Context: an optimization exercise on an open-source flow, tuned for small area and few clock cycles. The choices shown serve that exercise and are no tape-out recipe. In this exercise RTL edits were held to simulation tests only and were not proved equivalent to the original.

==> run a <==
// led_pixel_spi_encoder_core
module led_pixel_spi_encoder_core (
	input  logic                 clk,
	input  logic                 arst_n,
	input  logic                 psel,
	input  logic                 penable,
	input  logic                 pwrite,
	input  logic [2:0]           paddr,
	input  logic [31:0]          pwdata,
	output logic [31:0]          prdata,
	output logic                 pready,
	input  logic                 pix_valid,
	output logic                 pix_stall,
	input  logic [24:0]          pix,
	output logic                 spi_valid,
	input  logic                 spi_stall,
	output logic [8:0]           spi
);
clock: 5.5 ns
lec_check: 0
cap_margin: 20
core_margin: 2
core_utilization: 50
cts_buf_list: sky130_fd_sc_hd__clkbuf_8
place_density: 0.8
setup_slack_margin: 0.1
slew_margin: 20
standard.sh (not shown) runs the stock make flow with config.mk's settings and CLKGATE_MAP_FILE= SYNTH_SCRIPT=/design/flow/synth_recipe.tcl, a recipe that flattens the netlist after the stock synthesis.
==> flow/flow/run.sh <==
#!/bin/bash
# Standard ORFS layout, with the port buffers made from the smallest buffer cell.
set -euo pipefail
export BUFFER_PORTS_ARGS="-buffer_cell sky130_fd_sc_hd__buf_1"
bash standard.sh > standard_flow.log 2>&1
==> run b (differences from run a) <==
==> flow/design.v (replaced) <==
package lpse_pkg;
	localparam logic       CFG_HUE_MODE  = 1'b0;
	localparam logic       CFG_GRB_ORDER = 1'b1;
	localparam logic [7:0] HUE_SPAN      = 8'd43;
	localparam logic [3:0] LAST_PIX_IDX  = 4'd11;
	localparam logic [3:0] LAST_LATCH_IDX = 4'd14;
	localparam logic [3:0] LAST_STEP     = 4'd11;
endpackage
module led_pixel_spi_encoder_core (
	input  logic                 clk,
	input  logic                 arst_n,
	input  logic                 psel,
	input  logic                 penable,
	input  logic                 pwrite,
	input  logic [2:0]           paddr,
	input  logic [31:0]          pwdata,
	output logic [31:0]          prdata,
	output logic                 pready,
	input  logic                 pix_valid,
	output logic                 pix_stall,
	input  logic [24:0]          pix,
	output logic                 spi_valid,
	input  logic                 spi_stall,
	output logic [8:0]           spi
);
	logic hue_mode_q, grb_order_q;
	assign pready = 1'b1;
	always_ff @(posedge clk or negedge arst_n) begin
		if (!arst_n) begin
			hue_mode_q  <= 1'b0;
			grb_order_q <= 1'b1;
		end else if (psel && penable && pwrite) begin
			if (paddr[2] == lpse_pkg::CFG_GRB_ORDER) grb_order_q <= pwdata[0];
			else                                     hue_mode_q  <= pwdata[0];
		end
	end
	assign prdata = {31'd0, (paddr[2] == lpse_pkg::CFG_GRB_ORDER) ? grb_order_q : hue_mode_q};
	logic [7:0] h_i, s_i, v_i;
	logic       last_i;
	assign h_i    = pix[24:17];
	assign s_i    = pix[16:9];
	assign v_i    = pix[8:1];
	assign last_i = pix[0];
	logic [2:0] rgn;
	logic [7:0] rem, rem_sel, rem_q;
	always_comb begin
		if      (h_i >= 8'(5 * lpse_pkg::HUE_SPAN)) rgn = 3'd5;
		else if (h_i >= 8'(4 * lpse_pkg::HUE_SPAN)) rgn = 3'd4;
		else if (h_i >= 8'(3 * lpse_pkg::HUE_SPAN)) rgn = 3'd3;
		else if (h_i >= 8'(2 * lpse_pkg::HUE_SPAN)) rgn = 3'd2;
		else if (h_i >= lpse_pkg::HUE_SPAN)         rgn = 3'd1;
		else                                        rgn = 3'd0;
		rem     = 8'({h_i[5:0], 2'b00} + {h_i[6:0], 1'b0} - {4'd0, rgn, 1'b0});
		rem_sel = rgn[0] ? rem : ~rem;
	end
	always_ff @(posedge clk) begin
		rem_q <= rem_sel;
	end
	logic        busy_q, last_q, ok_q;
	logic [3:0]  cnt_q;
	logic [23:0] word_q;
	logic [7:0]  acc_q;
	logic        adv, ok, fin, ser_done, take, conv, wr;
	assign fin      = (cnt_q == (last_q ? lpse_pkg::LAST_LATCH_IDX : lpse_pkg::LAST_PIX_IDX));
	assign ser_done = busy_q && !spi_stall && fin;
	assign ok       = (cnt_q == 4'd0) ? pix_valid : ok_q;
	assign conv     = !hue_mode_q || (ok && cnt_q >= lpse_pkg::LAST_STEP);
	assign take     = pix_valid && conv && (busy_q ? ser_done : 1'b1);
	assign pix_stall = !take;
	assign adv      = busy_q ? !spi_stall : (pix_valid && hue_mode_q);
	assign wr       = adv && hue_mode_q && (cnt_q < lpse_pkg::LAST_STEP);
	always_ff @(posedge clk or negedge arst_n) begin
		if (!arst_n) begin
			busy_q <= 1'b0;
			last_q <= 1'b0;
			ok_q   <= 1'b0;
			cnt_q  <= '0;
		end else if (take) begin
			busy_q <= 1'b1;
			last_q <= last_i;
			ok_q   <= 1'b0;
			cnt_q  <= '0;
		end else if (ser_done || (!busy_q && !pix_valid)) begin
			busy_q <= 1'b0;
			ok_q   <= 1'b0;
			cnt_q  <= '0;
		end else if (adv) begin
			ok_q   <= ok;
			cnt_q  <= cnt_q + 4'd1;
		end
	end
	logic [1:0] ph, pr;
	logic [7:0] mcand, mplier, acc_in, prod;
	logic [1:0] mbits;
	logic [9:0] sum;
	always_comb begin
		ph = cnt_q[3] ? 2'd2 : {1'b0, cnt_q[2]};
		pr = (cnt_q[3] && cnt_q[2]) ? 2'd3 : cnt_q[1:0];
		unique case (ph)
			2'd0:    begin mcand = v_i;   mplier = ~s_i;          acc_in = acc_q;        end
			2'd1:    begin mcand = rem_q; mplier = s_i;           acc_in = word_q[23:16]; end
			default: begin mcand = v_i;   mplier = ~word_q[23:16]; acc_in = word_q[15:8];  end
		endcase
		if (pr == 2'd0) acc_in = 8'd0;
		mbits = mplier[{pr, 1'b0} +: 2];
		sum   = {2'b00, acc_in} + (mbits[0] ? {2'b00, mcand} : 10'd0) +
			(mbits[1] ? {1'b0, mcand, 1'b0} : 10'd0);
		prod  = sum[9:2];
	end
	always_ff @(posedge clk) begin
		if (wr && ph == 2'd0) acc_q <= prod;
	end
	logic [7:0] r_n, g_n, b_n, p_n, qt_n;
	logic [23:0] word_n;
	assign p_n  = acc_q;
	assign qt_n = prod;
	always_comb begin
		r_n = h_i;
		g_n = s_i;
		b_n = v_i;
		if (hue_mode_q) begin
			if (s_i == 8'd0) begin
				r_n = v_i; g_n = v_i; b_n = v_i;
			end else begin
				unique case (rgn)
					3'd0:    begin r_n = v_i;  g_n = qt_n; b_n = p_n;  end
					3'd1:    begin r_n = qt_n; g_n = v_i;  b_n = p_n;  end
					3'd2:    begin r_n = p_n;  g_n = v_i;  b_n = qt_n; end
					3'd3:    begin r_n = p_n;  g_n = qt_n; b_n = v_i;  end
					3'd4:    begin r_n = qt_n; g_n = p_n;  b_n = v_i;  end
					default: begin r_n = v_i;  g_n = p_n;  b_n = qt_n; end
				endcase
			end
		end
		word_n = grb_order_q ? {g_n, r_n, b_n} : {r_n, g_n, b_n};
	end
	always_ff @(posedge clk) begin
		if (take) begin
			word_q <= word_n;
		end else if (wr && ph == 2'd1) begin
			word_q[23:16] <= prod;
		end else if (wr && ph == 2'd2) begin
			word_q[15:8] <= prod;
		end
	end
	logic [1:0] bits;
	logic       latch_byte;
	assign bits       = word_q[5'(5'd22 - {cnt_q, 1'b0}) +: 2];
	assign latch_byte = (cnt_q > lpse_pkg::LAST_PIX_IDX);
	assign spi_valid  = busy_q;
	assign spi = {!latch_byte, bits[1] && !latch_byte, 2'b00, !latch_byte, bits[0] && !latch_byte,
		2'b00, fin};
endmodule
Settings changed: CORE_UTILIZATION 50 to 40, PLACE_DENSITY 0.8 to default, SETUP_SLACK_MARGIN 0.1 to default.
==> notes <==
- Of run b and run a, run b has the higher setup slack (gap 0.29 ns).
- Against run a, the register-to-register slack of run b is higher by 0.14 ns.
==> figures <==
quantity                                                   run a       run b
Status                                  timing/DRC/antenna clean  timing/DRC/antenna clean
Critical path startpoint category                     input port    register
Number of buffers and inverters on the critical path           2           3
Worst hold start                                            ok_q      last_q
Type of the worst setup path                           in -> reg  reg -> reg
Number of post-CTS setup repair buffers                        1           0
Skew final                                             0.0133 ns  0.00476 ns
Die height                                                102 um      117 um
Testbench counts of run a, summed over its fixed seeds: cycles 26,240.
Testbench counts of run b, summed over its fixed seeds: cycles 26,240.


==> inputs of wip/zinc <==
Another version of the RTL of led_pixel_spi_encoder_core (not shown whole).
==> module led_pixel_spi_encoder_core, before the edit <==
module led_pixel_spi_encoder_core (
	input  logic                 clk,
	input  logic                 arst_n,
	input  logic                 psel,
	input  logic                 penable,
	input  logic                 pwrite,
	input  logic [2:0]           paddr,
	input  logic [31:0]          pwdata,
	output logic [31:0]          prdata,
	output logic                 pready,
	input  logic                 pix_valid,
	output logic                 pix_stall,
	input  logic [24:0]          pix,
	output logic                 spi_valid,
	input  logic                 spi_stall,
	output logic [8:0]           spi
);
	logic hue_mode_q, grb_order_q;
	assign pready = 1'b1;
	always_ff @(posedge clk or negedge arst_n) begin
		if (!arst_n) begin
			hue_mode_q  <= 1'b0;
			grb_order_q <= 1'b1;
		end else if (psel && penable && pwrite) begin
			if (paddr[2] == lpse_pkg::CFG_GRB_ORDER) grb_order_q <= pwdata[0];
			else                                     hue_mode_q  <= pwdata[0];
		end
	end
	assign prdata = {31'd0, (paddr[2] == lpse_pkg::CFG_GRB_ORDER) ? grb_order_q : hue_mode_q};
	logic [7:0] h_i, s_i, v_i;
	logic       last_i;
	assign h_i    = pix[24:17];
	assign s_i    = pix[16:9];
	assign v_i    = pix[8:1];
	assign last_i = pix[0];
	logic [2:0] rgn;
	logic [7:0] base, rem, rem_sel;
	always_comb begin
		if      (h_i >= 8'(5 * lpse_pkg::HUE_SPAN)) rgn = 3'd5;
		else if (h_i >= 8'(4 * lpse_pkg::HUE_SPAN)) rgn = 3'd4;
		else if (h_i >= 8'(3 * lpse_pkg::HUE_SPAN)) rgn = 3'd3;
		else if (h_i >= 8'(2 * lpse_pkg::HUE_SPAN)) rgn = 3'd2;
		else if (h_i >= lpse_pkg::HUE_SPAN)         rgn = 3'd1;
		else                                        rgn = 3'd0;
		base    = 8'(8'(rgn) * lpse_pkg::HUE_SPAN);
		rem     = 8'((h_i - base) * 8'd6);
		rem_sel = rgn[0] ? rem : ~rem;
	end
	logic        ser_v_q, ser_last_q;
	logic [3:0]  cnt_q;
	logic [23:0] word_q;
	logic        ser_done, ser_free, take;
	logic [3:0] step_q;
	logic [7:0] acc_a_q, acc_b_q;
	logic       conv_done;
	assign conv_done = !hue_mode_q || (step_q == lpse_pkg::LAST_STEP);
	assign ser_done  = ser_v_q && !spi_stall &&
		(cnt_q == (ser_last_q ? lpse_pkg::LAST_LATCH_IDX : lpse_pkg::LAST_PIX_IDX));
	assign ser_free  = !ser_v_q || ser_done;
	assign take      = pix_valid && conv_done && ser_free;
	assign pix_stall = !take;
	logic [7:0] mcand, mplier, acc_in, prod;
	logic [1:0] mbits;
	logic [9:0] sum;
	always_comb begin
		unique case (step_q[3:2])
			2'd0:    begin mcand = s_i; mplier = rem_sel;  end
			2'd1:    begin mcand = v_i; mplier = ~acc_a_q; end
			default: begin mcand = v_i; mplier = ~s_i;     end
		endcase
		mbits  = mplier[{step_q[1:0], 1'b0} +: 2];
		acc_in = (step_q[1:0] == 2'd0) ? 8'd0 : ((step_q[3:2] == 2'd1) ? acc_b_q : acc_a_q);
		sum    = {2'b00, acc_in} + (mbits[0] ? {2'b00, mcand} : 10'd0) +
			(mbits[1] ? {1'b0, mcand, 1'b0} : 10'd0);
		prod   = sum[9:2];
	end
	always_ff @(posedge clk or negedge arst_n) begin
		if (!arst_n) begin
			step_q <= '0;
		end else if (take || !pix_valid) begin
			step_q <= '0;
		end else if (!conv_done) begin
			step_q <= step_q + 4'd1;
		end
	end
	always_ff @(posedge clk) begin
		if (pix_valid && !conv_done) begin
			if (step_q[3:2] == 2'd1) acc_b_q <= prod;
			else                     acc_a_q <= prod;
		end
	end
	logic [7:0] r_n, g_n, b_n, p_n, qt_n;
	logic [23:0] word_n;
	assign p_n  = prod;
	assign qt_n = acc_b_q;
	always_comb begin
		r_n = h_i;
		g_n = s_i;
		b_n = v_i;
		if (hue_mode_q) begin
			if (s_i == 8'd0) begin
				r_n = v_i; g_n = v_i; b_n = v_i;
			end else begin
				unique case (rgn)
					3'd0:    begin r_n = v_i;  g_n = qt_n; b_n = p_n;  end
					3'd1:    begin r_n = qt_n; g_n = v_i;  b_n = p_n;  end
					3'd2:    begin r_n = p_n;  g_n = v_i;  b_n = qt_n; end
					3'd3:    begin r_n = p_n;  g_n = qt_n; b_n = v_i;  end
					3'd4:    begin r_n = qt_n; g_n = p_n;  b_n = v_i;  end
					default: begin r_n = v_i;  g_n = p_n;  b_n = qt_n; end
				endcase
			end
		end
		word_n = grb_order_q ? {g_n, r_n, b_n} : {r_n, g_n, b_n};
	end
	always_ff @(posedge clk or negedge arst_n) begin
		if (!arst_n) begin
			ser_v_q    <= 1'b0;
			cnt_q      <= '0;
			ser_last_q <= 1'b0;
		end else if (take) begin
			ser_v_q    <= 1'b1;
			cnt_q      <= '0;
			ser_last_q <= last_i;
		end else if (ser_done) begin
			ser_v_q    <= 1'b0;
		end else if (ser_v_q && !spi_stall) begin
			cnt_q      <= cnt_q + 4'd1;
		end
	end
	always_ff @(posedge clk) begin
		if (take) begin
			word_q <= word_n;
		end else if (ser_v_q && !spi_stall) begin
			word_q <= {word_q[21:0], 2'b00};
		end
	end
	logic latch_byte;
	assign latch_byte = (cnt_q > lpse_pkg::LAST_PIX_IDX);
	assign spi_valid  = ser_v_q;
	assign spi = {!latch_byte, word_q[23], 2'b00, !latch_byte, word_q[22], 2'b00,
		(cnt_q == lpse_pkg::LAST_LATCH_IDX) || (cnt_q == lpse_pkg::LAST_PIX_IDX && !ser_last_q)};
endmodule
make LEC_CHECK=0 CAP_MARGIN=20 CORE_MARGIN=2 CORE_UTILIZATION=40 SLEW_MARGIN=20 finish   # period 5.5 ns
run.sh (not shown) runs the stock make flow with config.mk's settings and CLKGATE_MAP_FILE= SYNTH_SCRIPT=/design/flow/synth_recipe.tcl, a recipe that flattens the netlist after the stock synthesis.
Stock flow here: none of the scripts above is used.
==> inputs of wip/amber, as changes to wip/zinc <==
==> flow/design.v (replaced) <==
package lpse_pkg;
	localparam logic       CFG_HUE_MODE  = 1'b0;
	localparam logic       CFG_GRB_ORDER = 1'b1;
	localparam logic [7:0] HUE_SPAN      = 8'd43;
	localparam logic [3:0] LAST_PIX_IDX  = 4'd11;
	localparam logic [3:0] LAST_LATCH_IDX = 4'd14;
	localparam logic [3:0] LAST_STEP     = 4'd11;
endpackage
module led_pixel_spi_encoder_core (
	input  logic                 clk,
	input  logic                 arst_n,
	input  logic                 psel,
	input  logic                 penable,
	input  logic                 pwrite,
	input  logic [2:0]           paddr,
	input  logic [31:0]          pwdata,
	output logic [31:0]          prdata,
	output logic                 pready,
	input  logic                 pix_valid,
	output logic                 pix_stall,
	input  logic [24:0]          pix,
	output logic                 spi_valid,
	input  logic                 spi_stall,
	output logic [8:0]           spi
);
	logic hue_mode_q, grb_order_q;
	assign pready = 1'b1;
	always_ff @(posedge clk or negedge arst_n) begin
		if (!arst_n) begin
			hue_mode_q  <= 1'b0;
			grb_order_q <= 1'b1;
		end else if (psel && penable && pwrite) begin
			if (paddr[2] == lpse_pkg::CFG_GRB_ORDER) grb_order_q <= pwdata[0];
			else                                     hue_mode_q  <= pwdata[0];
		end
	end
	assign prdata = {31'd0, (paddr[2] == lpse_pkg::CFG_GRB_ORDER) ? grb_order_q : hue_mode_q};
	logic [7:0] h_i, s_i, v_i;
	logic       last_i;
	assign h_i    = pix[24:17];
	assign s_i    = pix[16:9];
	assign v_i    = pix[8:1];
	assign last_i = pix[0];
	logic [2:0] rgn;
	logic [7:0] rem, rem_sel, rem_q;
	always_comb begin
		if      (h_i >= 8'(5 * lpse_pkg::HUE_SPAN)) rgn = 3'd5;
		else if (h_i >= 8'(4 * lpse_pkg::HUE_SPAN)) rgn = 3'd4;
		else if (h_i >= 8'(3 * lpse_pkg::HUE_SPAN)) rgn = 3'd3;
		else if (h_i >= 8'(2 * lpse_pkg::HUE_SPAN)) rgn = 3'd2;
		else if (h_i >= lpse_pkg::HUE_SPAN)         rgn = 3'd1;
		else                                        rgn = 3'd0;
		rem     = 8'({h_i[5:0], 2'b00} + {h_i[6:0], 1'b0} - {4'd0, rgn, 1'b0});
		rem_sel = rgn[0] ? rem : ~rem;
	end
	always_ff @(posedge clk) begin
		rem_q <= rem_sel;
	end
	logic        busy_q, last_q, ok_q;
	logic [3:0]  cnt_q;
	logic [23:0] word_q;
	logic [7:0]  acc_q;
	logic        adv, ok, fin, ser_done, take, conv, wr;
	assign fin      = (cnt_q == (last_q ? lpse_pkg::LAST_LATCH_IDX : lpse_pkg::LAST_PIX_IDX));
	assign ser_done = busy_q && !spi_stall && fin;
	assign ok       = (cnt_q == 4'd0) ? pix_valid : ok_q;
	assign conv     = !hue_mode_q || (ok && cnt_q >= lpse_pkg::LAST_STEP);
	assign take     = pix_valid && conv && (busy_q ? ser_done : 1'b1);
	assign pix_stall = !take;
	assign adv      = busy_q ? !spi_stall : (pix_valid && hue_mode_q);
	assign wr       = adv && hue_mode_q && (cnt_q < lpse_pkg::LAST_STEP);
	always_ff @(posedge clk or negedge arst_n) begin
		if (!arst_n) begin
			busy_q <= 1'b0;
			last_q <= 1'b0;
			ok_q   <= 1'b0;
			cnt_q  <= '0;
		end else if (take) begin
			busy_q <= 1'b1;
			last_q <= last_i;
			ok_q   <= 1'b0;
			cnt_q  <= '0;
		end else if (ser_done || (!busy_q && !pix_valid)) begin
			busy_q <= 1'b0;
			ok_q   <= 1'b0;
			cnt_q  <= '0;
		end else if (adv) begin
			ok_q   <= ok;
			cnt_q  <= cnt_q + 4'd1;
		end
	end
	logic [1:0] ph, pr;
	logic [7:0] mcand, mplier, acc_in, prod;
	logic [1:0] mbits;
	logic [9:0] sum;
	always_comb begin
		ph = cnt_q[3] ? 2'd2 : {1'b0, cnt_q[2]};
		pr = (cnt_q[3] && cnt_q[2]) ? 2'd3 : cnt_q[1:0];
		unique case (ph)
			2'd0:    begin mcand = v_i;   mplier = ~s_i;          acc_in = acc_q;        end
			2'd1:    begin mcand = rem_q; mplier = s_i;           acc_in = word_q[23:16]; end
			default: begin mcand = v_i;   mplier = ~word_q[23:16]; acc_in = word_q[15:8];  end
		endcase
		if (pr == 2'd0) acc_in = 8'd0;
		mbits = mplier[{pr, 1'b0} +: 2];
		sum   = {2'b00, acc_in} + (mbits[0] ? {2'b00, mcand} : 10'd0) +
			(mbits[1] ? {1'b0, mcand, 1'b0} : 10'd0);
		prod  = sum[9:2];
	end
	always_ff @(posedge clk) begin
		if (wr && ph == 2'd0) acc_q <= prod;
	end
	logic [7:0] r_n, g_n, b_n, p_n, qt_n;
	logic [23:0] word_n;
	assign p_n  = acc_q;
	assign qt_n = prod;
	always_comb begin
		r_n = h_i;
		g_n = s_i;
		b_n = v_i;
		if (hue_mode_q) begin
			if (s_i == 8'd0) begin
				r_n = v_i; g_n = v_i; b_n = v_i;
			end else begin
				unique case (rgn)
					3'd0:    begin r_n = v_i;  g_n = qt_n; b_n = p_n;  end
					3'd1:    begin r_n = qt_n; g_n = v_i;  b_n = p_n;  end
					3'd2:    begin r_n = p_n;  g_n = v_i;  b_n = qt_n; end
					3'd3:    begin r_n = p_n;  g_n = qt_n; b_n = v_i;  end
					3'd4:    begin r_n = qt_n; g_n = p_n;  b_n = v_i;  end
					default: begin r_n = v_i;  g_n = p_n;  b_n = qt_n; end
				endcase
			end
		end
		word_n = grb_order_q ? {g_n, r_n, b_n} : {r_n, g_n, b_n};
	end
	always_ff @(posedge clk) begin
		if (take) begin
			word_q <= word_n;
		end else if (wr && ph == 2'd1) begin
			word_q[23:16] <= prod;
		end else if (wr && ph == 2'd2) begin
			word_q[15:8] <= prod;
		end
	end
	logic [1:0] bits;
	logic       latch_byte;
	assign bits       = word_q[5'(5'd22 - {cnt_q, 1'b0}) +: 2];
	assign latch_byte = (cnt_q > lpse_pkg::LAST_PIX_IDX);
	assign spi_valid  = busy_q;
	assign spi = {!latch_byte, bits[1] && !latch_byte, 2'b00, !latch_byte, bits[0] && !latch_byte,
		2'b00, fin};
endmodule
==> flow/flow/run.sh (new file) <==
#!/bin/bash
# Standard ORFS layout, with the port buffers made from the smallest buffer cell.
set -euo pipefail
export BUFFER_PORTS_ARGS="-buffer_cell sky130_fd_sc_hd__buf_1"
bash standard.sh > standard_flow.log 2>&1
==> flow/standard.sh (new file) <==
#!/bin/bash
# synth_recipe.tcl (not shown) runs the flow's synth.tcl, then flattens the netlist and writes it again
# the make line also repeats each setting of config.mk as NAME=value (left out here)
make -C /OpenROAD-flow-scripts/flow DESIGN_CONFIG=/design/flow/config.mk WORK_HOME=/design/flow/orfs CLKGATE_MAP_FILE= SYNTH_SCRIPT=/design/flow/synth_recipe.tcl "${@:-finish}"
removed: flow/run.sh
==> comparison table <==
                                                                      wip/amber                  wip/zinc
Number of enable-type register cells in the synthesized netlist              32                        40
Hold EP                                                                  last_q                word_q[21]
Initial DRC count                                                           577                       364
CLK BUF                                                                       5                         6
# clock sinks                                                                49                        52
Clock network latency to the later pin of the worst-skew pair           0.29 ns                   0.30 ns
Min cycle time layout                                                   5.14 ns                   7.54 ns
Mux cell area share after synthesis                                       6.58%                     6.24%
Starting Density                                                          40.6%                     40.9%
Area of all placed cells without fillers                               5520 um2                  7360 um2
Run status                                                       finished clean  finished with violations
Violated checks                                                               -              setup timing
Register-to-Register Setup Slack                                        0.36 ns                   0.40 ns
Total via count after detailed routing                                     4741                      5060
Testbench counts of wip/zinc, summed over its fixed seeds: cycles 26,240.
Testbench counts of wip/amber, summed over its fixed seeds: cycles 26,240.

static timing again, ports no longer ideal:
Ports are ideal in the flow. The routed layouts listed here were re-timed in OpenROAD. Step 1 sets driving cells, clkbuf_16 on the clock port and buf_2 on the other inputs (assumed; they add their load-dependent delay and slew). Step 2, shift: input delay + t, output delay - t, t = (earliest + latest rising clock arrival at the registers) / 2. This alone moves slack from input paths to output paths. Slacks: no drivers / after step 1 / after step 2; pairs: no drivers / after step 1.
| run | t, ns | setup WS [ns] | latest minus earliest clock arrival (ns) | worst slew at a driven data input, ns | pins driven straight from the clock port |
|---|---|---|---|---|---|
| run a | 0.338 | 0.116 / 0.102 / -0.235 | 0.013 / 0.013 | 0.06 | 1 |
| run b | 0.353 | 0.407 / 0.407 / 0.080 | 0.005 / 0.005 | 0.05 | 1 |
| wip/zinc | 0.339 | -2.037 / -2.037 / -2.376 | 0.006 / 0.005 | 0.06 | 1 |
| wip/amber | 0.327 | 0.356 / 0.356 / 0.087 | 0.009 / 0.008 | 0.05 | 1 |
With both steps, setup timing fails in run a, where it was met with ideal ports. The setup slack of run a, which loses most, moves by -0.014 ns with the drivers and by -0.351 ns with both steps.
